Context: an optimization exercise on an open-source flow, tuned for small area, a short achievable clock period and few clock cycles per item. The choices shown serve that exercise and are no tape-out recipe. In this exercise RTL edits were held to simulation tests only and were not proved equivalent to the original.

## flow/design.v (module list and top-level ports; edited modules follow where they fit)
// module material_eval: 2185 lines
// module phase_count: 375 lines
// module taper_blend: 1577 lines
// module eval_control: 57 lines
// module board_eval: 50 lines
module board_eval
#(
   parameter int EVAL_WIDTH = 16                       
)
(
   input  logic                         clk,
   input  logic                         reset,
   input  logic [255:0]                 board_in,
   input  logic                         board_valid,
   input  logic                         attack_done,
   input  logic                         clear_eval,
   output logic signed [EVAL_WIDTH-1:0] eval,
   output logic                         eval_valid
);
  // ...
==> flow/flow/run.sh <==
#!/bin/bash
# The standard layout with two changes:
#  - after the standard synthesis, fapol.py removes inverters around the full adders
#    by using some adders with all pins inverted (a full adder is self-dual); the
#    registers are not touched;
#  - the input and output ports are buffered with buf_1 cells.
set -euo pipefail
R=orfs/results/sky130hd/board_eval/base
bash standard.sh synth > synth_flow.log 2>&1
cp $R/1_2_yosys.v synth_standard.v
python3 flow/fapol.py synth_standard.v $R/1_2_yosys.v > fapol.log 2>&1
touch $R/1_2_yosys.v
bash standard.sh finish BUFFER_PORTS_ARGS="-buffer_cell sky130_fd_sc_hd__buf_1" > finish_flow.log 2>&1
==> flow/flow/fapol.py <==
#!/usr/bin/env python3
"""Removes inverters around full-adder cells in a Yosys gate netlist.

A full adder is self-dual: FA(~a, ~b, ~c) = (~sum, ~cout). Synthesis extracts full
adders with arbitrary input and output polarities and fills the gaps with inverters.
This script picks, for every full adder, whether to use it as is or with all of its
pins inverted, so as to need as few inverters as possible, then rewires the netlist:
every inverter is removed and one inverter per net is put back where some load
needs the inverted value. An inverted input of a two-input XOR needs no inverter:
the XOR becomes an XNOR (and back). Registers and all other cells are left as
they are.

usage: fapol.py in.v out.v
"""
import math
import random
import re
import sys
from collections import defaultdict

OUT_PINS = {'X', 'Y', 'Q', 'Q_N', 'SUM', 'COUT', 'HI', 'LO'}

src = open(sys.argv[1]).read()
m = re.search(r'^module\s.*?;\n', src, re.S | re.M)
head_end = m.end()
body = src[head_end:]
inst_re = re.compile(r'^\s*(sky130_fd_sc_hd__\w+)\s+(\S+)\s*\((.*?)\);\n', re.S | re.M)
pin_re = re.compile(r'\.(\w+)\(([^()]*)\)')

decls = []       # text lines that are not instances (ports, wires)
insts = []       # [type, name, [(pin, net)]]
pos = 0
for mm in inst_re.finditer(body):
    decls.append(body[pos:mm.start()])
    insts.append([mm.group(1), mm.group(2), [(p, n.strip()) for p, n in pin_re.findall(mm.group(3))]])
    pos = mm.end()
tail = body[pos:]
assert 'assign' not in ''.join(decls) + tail, 'assign statements not handled'

outputs = set()
for line in src[:head_end].split('\n') + ''.join(decls).split('\n'):
    mo = re.match(r'\s*output\s+(\[(\d+):(\d+)\]\s+)?(\S+);', line)
    if mo:
        if mo.group(1):
            hi, lo = int(mo.group(2)), int(mo.group(3))
            for i in range(min(hi, lo), max(hi, lo) + 1):
                outputs.add('%s[%d]' % (mo.group(4), i))
        else:
            outputs.add(mo.group(4))


def is_inv(t):
    return re.match(r'sky130_fd_sc_hd__inv_\d+$', t) is not None


def is_fa(t):
    return re.match(r'sky130_fd_sc_hd__fa_\d+$', t) is not None


def is_xor(t):
    return re.match(r'sky130_fd_sc_hd__x(n)?or2_\d+$', t) is not None


XOR_SWAP = {}
for _d in (1, 2, 4):
    XOR_SWAP['sky130_fd_sc_hd__xor2_%d' % _d] = 'sky130_fd_sc_hd__xnor2_%d' % _d
    XOR_SWAP['sky130_fd_sc_hd__xnor2_%d' % _d] = 'sky130_fd_sc_hd__xor2_%d' % _d


driver = {}
for idx, (t, name, pins) in enumerate(insts):
    for p, n in pins:
        if p in OUT_PINS:
            driver[n] = idx

# Inverters that may be removed: not driving an output port
removable = set()
for idx, (t, name, pins) in enumerate(insts):
    if is_inv(t):
        y = dict(pins)['Y']
        if y not in outputs:
            removable.add(idx)


def resolve(n):
    """(base net, parity) through removable inverters."""
    par = 0
    seen = 0
    while n in driver and driver[n] in removable:
        n = dict(insts[driver[n]][2])['A']
        par ^= 1
        seen += 1
        assert seen < 100
    return n, par


# Loads: (instance index, pin, base, parity)
loads = []
for idx, (t, name, pins) in enumerate(insts):
    if idx in removable:
        continue
    for p, n in pins:
        if p in OUT_PINS:
            continue
        b, par = resolve(n)
        loads.append((idx, p, b, par))

fa_ids = [i for i, x in enumerate(insts) if is_fa(x[0])]
flip = defaultdict(int)
loads_of_base = defaultdict(list)
for li, (idx, p, b, par) in enumerate(loads):
    loads_of_base[b].append(li)


def drv_flip(b):
    d = driver.get(b)
    return flip[d] if d is not None and is_fa(insts[d][0]) else 0


def raw_inv(li):
    idx, p, b, par = loads[li]
    lf = flip[idx] if is_fa(insts[idx][0]) else 0
    return par ^ lf ^ drv_flip(b)


def need_inv(li):
    # An inverted input of a two-input XOR is absorbed by swapping XOR and XNOR
    if is_xor(insts[loads[li][0]][0]):
        return 0
    return raw_inv(li)


def base_cost(b):
    return 1 if any(need_inv(li) for li in loads_of_base[b]) else 0


def fa_bases(i):
    out = set()
    for p, n in insts[i][2]:
        if p in OUT_PINS:
            out.add(n)
        else:
            out.add(resolve(n)[0])
    return out


bases_of_fa = {i: fa_bases(i) for i in fa_ids}
all_bases = set(loads_of_base)
before = sum(base_cost(b) for b in all_bases)
def local_cost(i):
    return sum(base_cost(b) for b in bases_of_fa[i])


# Greedy single flips, then simulated annealing with a fixed seed
def greedy():
    for sweep in range(50):
        changed = 0
        for i in fa_ids:
            c0 = local_cost(i)
            flip[i] ^= 1
            if local_cost(i) < c0:
                changed += 1
            else:
                flip[i] ^= 1
        if not changed:
            break


greedy()
rng = random.Random(1)
cur = sum(base_cost(b) for b in all_bases)
best = cur
best_flip = dict(flip)
steps = 300000
for step in range(steps):
    temp = 1.5 * (1 - step / steps) + 0.05
    i = rng.choice(fa_ids)
    c0 = local_cost(i)
    flip[i] ^= 1
    d = local_cost(i) - c0
    if d <= 0 or rng.random() < math.exp(-d / temp):
        cur += d
        if cur < best:
            best = cur
            best_flip = dict(flip)
    else:
        flip[i] ^= 1
flip.clear()
flip.update(best_flip)
greedy()
after = sum(base_cost(b) for b in all_bases)
n_removable = len(removable)

# Rewire
inv_net = {}
new_insts = []
k = 0
for b in sorted(all_bases):
    if base_cost(b):
        w = '_fapol_n%d_' % k
        inv_net[b] = w
        new_insts.append(['sky130_fd_sc_hd__inv_1', '_fapol_i%d_' % k, [('A', b), ('Y', w)]])
        k += 1
pin_net = {}
for li, (idx, p, b, par) in enumerate(loads):
    pin_net[(idx, p)] = inv_net[b] if need_inv(li) else b

dead = set(dict(insts[i][2])['Y'] for i in removable)


def drop_dead(text):
    keep = []
    for line in text.split('\n'):
        mo = re.match(r'\s*wire\s+(\S+)\s*;\s*$', line)
        if mo and mo.group(1) in dead:
            continue
        keep.append(line)
    return '\n'.join(keep)


decls = [drop_dead(x) for x in decls]
out = [src[:head_end]]
out.append(''.join(decls[:1]))
for b, w in sorted(inv_net.items(), key=lambda x: x[1]):
    out.append('  wire %s;\n' % w)
out.append(''.join(decls[1:]))


def emit(t, name, pins):
    s = '  %s %s (\n' % (t, name)
    s += ',\n'.join('    .%s(%s%s)' % (p, n, ' ' if n.startswith('\\') else '') for p, n in pins)
    return s + '\n  );\n'


toggles = defaultdict(int)
for li, (idx, p, b, par) in enumerate(loads):
    if is_xor(insts[idx][0]):
        toggles[idx] ^= raw_inv(li)
n_swapped = 0
for idx, (t, name, pins) in enumerate(insts):
    if idx in removable:
        continue
    pins = [(p, n if p in OUT_PINS else pin_net[(idx, p)]) for p, n in pins]
    if toggles[idx]:
        to = 'Y' if 'xnor2' in XOR_SWAP[t] else 'X'
        t = XOR_SWAP[t]
        pins = [(to if p in ('X', 'Y') else p, n) for p, n in pins]
        n_swapped += 1
    out.append(emit(t, name, pins))
for t, name, pins in new_insts:
    out.append(emit(t, name, pins))
out.append(tail)
open(sys.argv[2], 'w').write(''.join(out))
print('fapol: %d full adders, %d flipped; inverters %d -> %d; %d XOR/XNOR swapped'
      % (len(fa_ids), sum(flip[i] for i in fa_ids), n_removable, after, n_swapped))
if len(sys.argv) > 3:
    from collections import Counter
    c = Counter()
    for b in inv_net:
        allinv = all(need_inv(li) for li in loads_of_base[b])
        d = driver.get(b)
        dt = insts[d][0].replace('sky130_fd_sc_hd__', '') if d is not None else 'port'
        c[(allinv, dt)] += 1
    for k, v in c.most_common(30):
        print(v, k)
==> flow/standard.sh <==
#!/bin/bash
# synth_recipe.tcl (not shown) runs the flow's synth.tcl, then flattens the netlist and writes it again
# the make line also repeats each setting of config.mk as NAME=value (left out here)
make -C /OpenROAD-flow-scripts/flow DESIGN_CONFIG=/design/flow/config.mk WORK_HOME=/design/flow/orfs CLKGATE_MAP_FILE= SYNTH_SCRIPT=/design/flow/synth_recipe.tcl "${@:-finish}"
==> flow/config.mk <==
export PLATFORM = sky130hd
export DESIGN_NAME = board_eval
export DESIGN_NICKNAME = board_eval
export VERILOG_FILES = /design/flow/design.v
export SDC_FILE = /design/flow/constraint.sdc
export NUM_CORES = 4
export LEC_CHECK = 0
export CAP_MARGIN = 20
export CORE_MARGIN = 2
export CORE_UTILIZATION = 40
export SETUP_SLACK_MARGIN = 1.0
export SLEW_MARGIN = 20
==> flow/constraint.sdc <==
create_clock -name core_clock -period 7.0 [get_ports {clk}]
set_input_delay 1.4000 -clock core_clock [delete_from_list [all_inputs] [get_ports {clk}]]
set_output_delay 1.4000 -clock core_clock [all_outputs]
set_load 0.01 [all_outputs]
==> results by group, run 1 <==
Timing
  • Worst-Margin Slew: 0.795 ns
  • Endpoints failing setup: 0
  • Unrepaired setup endpoints after global routing: no
  • Setup TNS: 0 ns
  • Peak Freq: 171 MHz
  • Final WS setup: 1.15 ns

Min path
  • Hold Crit Class: reg2reg
  • Worst hold stages: 1

Layout
  • Inverters: 322
  • FFs & Latches: 145
  • Core Util, Final: 44.7%
  • Antenna cells: 2
  • Layout Cells excl Fill: 4066

Placed design
  • Placed insts: 4014

Setup path
  • Worst setup EP type: flop
  • Worst setup endpoint: u_taper_blend.eval[15]
  • Crit path buf inv count: 2
  • R2R Setup Slk: 1.15 ns
  • R2r worst-path depth: 20
  • CP required: 7.18 ns
  • Reg-to-Reg End: u_taper_blend.eval[15]
  • CP Max Fanout: 9

Run
  • Max Cap Viol: 0

Run status
  • Status: complete, no violations

Drt
  • 1st-iter DRT viols: 1515
  • Top sig layer: met5

Clock tree
  • CTS tree: done
  • H-tree levels: 4
  • Post-CTS Hold Fix Bufs: 0

Logic synthesis
  • Synth Instances: 2853
  • Synth Cell Area: 29900 um2

Die
  • Die area: 76800 um2
Testbench counts, summed over its fixed seeds: cycles 2,048, boards 512.
==> run 2: changes to the inputs <==
--- a/flow/flow/fapol.py
+++ b/flow/flow/fapol.py
@@ -7,8 +7,9 @@
 pins inverted, so as to need as few inverters as possible, then rewires the netlist:
 every inverter is removed and one inverter per net is put back where some load
 needs the inverted value. An inverted input of a two-input XOR needs no inverter:
-the XOR becomes an XNOR (and back). Registers and all other cells are left as
-they are.
+the XOR becomes an XNOR (and back). A half adder whose sum or carry every load
+wants inverted becomes an XNOR or NAND and the gate for its other output.
+Registers and all other cells are left as they are.
 
 usage: fapol.py in.v out.v
 """
@@ -191,12 +192,35 @@
 after = sum(base_cost(b) for b in all_bases)
 n_removable = len(removable)
 
+def is_ha(t):
+    return re.match(r'sky130_fd_sc_hd__ha_\d+$', t) is not None
+
+
+# A half adder whose sum (or carry) is wanted inverted by every load is split into
+# an XNOR (or NAND) and the other half, which takes no more area than the half adder
+ha_inv = defaultdict(set)
+for b in all_bases:
+    d = driver.get(b)
+    if d is None or not is_ha(insts[d][0]) or not loads_of_base[b]:
+        continue
+    if all(need_inv(li) for li in loads_of_base[b]):
+        pin = [p for p, n in insts[d][2] if n == b][0]
+        ha_inv[d].add(pin)
+        for li in loads_of_base[b]:
+            idx, p, bb, par = loads[li]
+            loads[li] = (idx, p, bb, par ^ 1)
+
+
+def base_cost2(b):
+    return 1 if any(need_inv(li) for li in loads_of_base[b]) else 0
+
+
 # Rewire
 inv_net = {}
 new_insts = []
 k = 0
 for b in sorted(all_bases):
-    if base_cost(b):
+    if base_cost2(b):
         w = '_fapol_n%d_' % k
         inv_net[b] = w
         new_insts.append(['sky130_fd_sc_hd__inv_1', '_fapol_i%d_' % k, [('A', b), ('Y', w)]])
@@ -246,13 +270,26 @@
         t = XOR_SWAP[t]
         pins = [(to if p in ('X', 'Y') else p, n) for p, n in pins]
         n_swapped += 1
+    if idx in ha_inv:
+        pd = dict(pins)
+        a, bb = pd['A'], pd['B']
+        if 'SUM' in ha_inv[idx]:
+            out.append(emit('sky130_fd_sc_hd__xnor2_1', name, [('A', a), ('B', bb), ('Y', pd['SUM'])]))
+        else:
+            out.append(emit('sky130_fd_sc_hd__xor2_1', name, [('A', a), ('B', bb), ('X', pd['SUM'])]))
+        cname = name + '_c' if not name.startswith('\\') else name + '_c'
+        if 'COUT' in ha_inv[idx]:
+            out.append(emit('sky130_fd_sc_hd__nand2_1', cname, [('A', a), ('B', bb), ('Y', pd['COUT'])]))
+        else:
+            out.append(emit('sky130_fd_sc_hd__and2_1', cname, [('A', a), ('B', bb), ('X', pd['COUT'])]))
+        continue
     out.append(emit(t, name, pins))
 for t, name, pins in new_insts:
     out.append(emit(t, name, pins))
 out.append(tail)
 open(sys.argv[2], 'w').write(''.join(out))
-print('fapol: %d full adders, %d flipped; inverters %d -> %d; %d XOR/XNOR swapped'
-      % (len(fa_ids), sum(flip[i] for i in fa_ids), n_removable, after, n_swapped))
+print('fapol: %d full adders, %d flipped; inverters %d -> %d; %d XOR/XNOR swapped; %d half adders split'
+      % (len(fa_ids), sum(flip[i] for i in fa_ids), n_removable, len(inv_net), n_swapped, len(ha_inv)))
 if len(sys.argv) > 3:
     from collections import Counter
     c = Counter()
==> run 2 against run 1 <==
Still clean. Critical path type unchanged. Critical path depth rose by 2. Flip-flop and latch count stayed put. Worst setup slack gained 0.0091 ns. Hold slack improved by 0.0012 ns. Final area down 0.20%. Highest routed layer unchanged. Synthesized area shrank 0.41%.
==> results by group, run 2 <==
Logic synthesis
  • Syn nets: 3897 (was 3932)
  • Synth Cell Area: 29700 um2 (was 29900 um2)
  • Synth Instances: 2839 (was 2853)
  • Yosys warns: 4 (unchanged)
  • Post-Syn Area per Cell: 10.5 um2 (about the same)

Clock tree
  • H-tree levels: 4 (unchanged)
  • Clock Tree Root: clkbuf_16 (unchanged)
  • Clock transition at path regs: 0.07 ns (was 0.06 ns)
  • Clock Sinks: 145 (unchanged)
  • Num CTS Buffers: 17 (unchanged)
  • CTS tree: done (unchanged)
  • Latest clock arrival within the worst-skew pair: 0.46 ns (was 0.44 ns)
  • Clk buf depth: 2 (unchanged)
  • Post-CTS Hold Fix Bufs: 0 (unchanged)

Placed design
  • GP Congestion: 0.966 (was 0.955)
  • Detailed placement HPWL: 76300 um (was 78100 um)
  • Placed insts: 3985 (was 4014)
  • PortBufs: 277 (unchanged)

Timing
  • Peak Freq: 171 MHz (about the same)
  • Max-slew violation count: 0 (unchanged)
  • Slew HR: 45.8% (was 46.6%)
  • Final-report hold violation count: 0 (unchanged)
  • Setup TNS: 0 ns (unchanged)
  • Final period utilization: 83.4% (was 83.5%)
  • Clock Skews: 0.0174 ns (was 0.0126 ns)
  • Final min period: 5.84 ns (was 5.85 ns)
  • Worst-Margin Slew: 0.807 ns (was 0.795 ns)
  • Unrepaired setup endpoints after global routing: no (unchanged)
  • Endpoints failing setup: 0 (unchanged)

Die
  • Die area: 76500 um2 (was 76800 um2)
  • Die Y: 277 um (about the same)
  • Die width: 277 um (about the same)
  • Row count: 99 (was 100)
  • Initial core utilization: 40.5% (was 40.2%)
  • Num ports: 278 (unchanged)
  • Core area: 73300 um2 (was 74200 um2)

Run status
  • Status: complete, no violations (unchanged)

Drt
  • 1st-iter DRT viols: 1312 (was 1515)
  • Pre-antenna DRT Iters: 7 (was 8)
  • WL/cell: 21.2 um (was 21.4 um)
  • Post-route ant nets: 0 (unchanged)
  • Via density: 5.11 (was 5.09)
  • DR vias: 20662 (was 20700)
  • DRC violations left: 0 (unchanged)
  • Detailed Route WL: 85700 um (was 87100 um)

Setup path
  • Critical path launch point type: flop (unchanged)
  • Worst setup EP type: flop (unchanged)
  • CP Class: reg2reg (unchanged)
  • CP arrival: 6.04 ns (was 6.03 ns)
  • Critical-path cell list: clkbuf_4 -> a22o_1 -> a221oi_2 -> xor2_1 -> fa_2 -> fa_1 -> inv_1 -> fa_1 -> ha_4 -> inv_2 -> ha_4 -> a21o_1 -> a211oi_2 -> o21bai_2 -> a21o_4 -> o211a_4 -> or4_4 -> nand3_2 -> nand4b_2 -> or4_1 -> nand3_1 -> xor2_1 (was buf_4 -> a221oi_1 -> xnor2_1 -> ha_1 -> xor2_2 -> fa_1 -> fa_1 -> ha_1 -> inv_1 -> ha_1 -> and4_1 -> o2111a_2 -> a21o_4 -> o21a_1 -> o211ai_1 -> nor4b_4 -> nand4b_1 -> or4_1 -> nand3_1 -> xor2_1)
  • CP Max Fanout: 7 (was 9)
  • CP max-delay cell: fa_1 (unchanged)
  • CP required: 7.20 ns (was 7.18 ns)
  • Crit path buf inv count: 3 (was 2)
  • Crit path largest cell delay: 0.51 ns (about the same)
  • Top cell family by delay on the critical path: adder cells (unchanged)

Layout
  • Core Util, Final: 45.1% (was 44.7%)
  • Layout cell share with drive strength beyond 1: 6.90% (was 6.59%)
  • Top flop regs: u_material_eval.cnt: 42 flops, u_taper_blend.dig: 24 flops, u_taper_blend.p3: 18 flops (unchanged)
  • Max reg flops: 42 (unchanged)
  • Fin nets: 4132 (was 4162)
  • Antenna cells: 0 (was 2)
  • Commonest non-fill, non-tap cell in the layout: fa_1 (unchanged)
  • Most frequent cells in the layout: fa_1, xnor2_1, inv_1 (unchanged)
  • Layout Cells excl Fill: 4046 (was 4066)
  • Largest Register: u_material_eval.cnt (unchanged)
  • P&R area growth vs syn: 11.2% (was 11.0%)

GRT
  • Initial antenna violation count: 2 (was 3)
  • GR Layer Usage met3: 2.30% (was 2.35%)
  • Met2 usage: 40.7% (was 42.0%)
  • Total GRT Usage: 22.5% (was 22.9%)
  • Number of global-route vias before repair: 21930 (was 22257)
  • Largest net degree at the start of global routing: 23 (was 31)
  • Busiest grt layer: met2 (unchanged)
  • First-pass GRT wire length: 130000 um (was 132000 um)
  • Met1 Resource Use GR: 27.3% (about the same)
  • Global route total overflow: 0 (unchanged)

Min path
  • Hold Crit Class: reg2reg (unchanged)

Run
  • Max Cap Viol: 0 (unchanged)
==> run 2: layout make-up <==
cell class / instances / area (um2)
Tap cell: 959 / 1200
Multi-Input combinational cell: 2308 / 25700
Clock inverter: 12 / 158
Fill cell: 7028 / 40300
Timing Repair Buffer: 315 / 1330
Inverter: 287 / 1080
Clock buffer: 20 / 478
Sequential cell: 145 / 3150
==> run 2: path summary, 6_finish.rpt <==
| kind | startpoint | endpoint | slack [ns] | depth (start not counted) |
|---|---|---|---|---|
| setup / recovery | u_taper_blend.p1[11] | u_taper_blend.eval[15] | 1.16 | 22 |
| hold / removal | u_eval_control.capture_d | u_eval_control.load | 0.44 | 1 |
| setup reg to reg | u_taper_blend.p1[11] | u_taper_blend.eval[15] | 1.16 | 22 |
| hold reg to reg | u_eval_control.capture_d | u_eval_control.load | 0.44 | 1 |
==> run 2: metal layers <==
layer / vias up / routed length (um)
li1: 9595 / -
met1: 10216 / 34300
met2: 701 / 43600
met3: 146 / 3850
met4: 4 / 3980
met5: - / 30
==> run 2: through the flow <==
stage	setup WS, ns	area (um2)	hold WS, ns
6_report	1.16	33100	0.441
5_1_grt	0.956	33100	0.460
4_1_cts	1.00	32400	0.443
3_5_place_dp	0.486	31700	0.427
3_3_place_gp	0.559	31700	0.417
2_1_floorplan	1.02	29700	0.414
==> run 2: timing repair <==
item,in CTS,in global routing
pin swaps,2,26
setup endpoints to repair,8,11
buffers inserted,2,27
resized for setup,39,101

==> afterwards: timing with drivers on the ports <==
Ports are ideal in the flow. The routed layouts listed here were re-timed in OpenROAD.
Step 1 sets driving cells, clkbuf_16 on the clock port and buf_2 on the other inputs (assumed; they add their load-dependent delay and slew).
Step 2 times the ports against the registers' clock, not the clock port: input delays grow and output delays shrink by t, the midpoint of the rising clock arrivals with the driver on.
a / b / c = no drivers / after step 1 / after step 2; a / b = the first two.
run	shift t [ns]	slack for setup (ns)	hold slack, ns
run 1	0.489	1.154 / 1.154 / 0.875	0.439 / 0.439 / 0.439
run 2	0.502	1.163 / 1.163 / 0.888	0.441 / 0.441 / 0.441
After both steps every run listed still meets setup and hold. For run 1, which loses most, drivers alone change the setup slack by 0.000 ns; drivers and shift together by -0.279 ns.
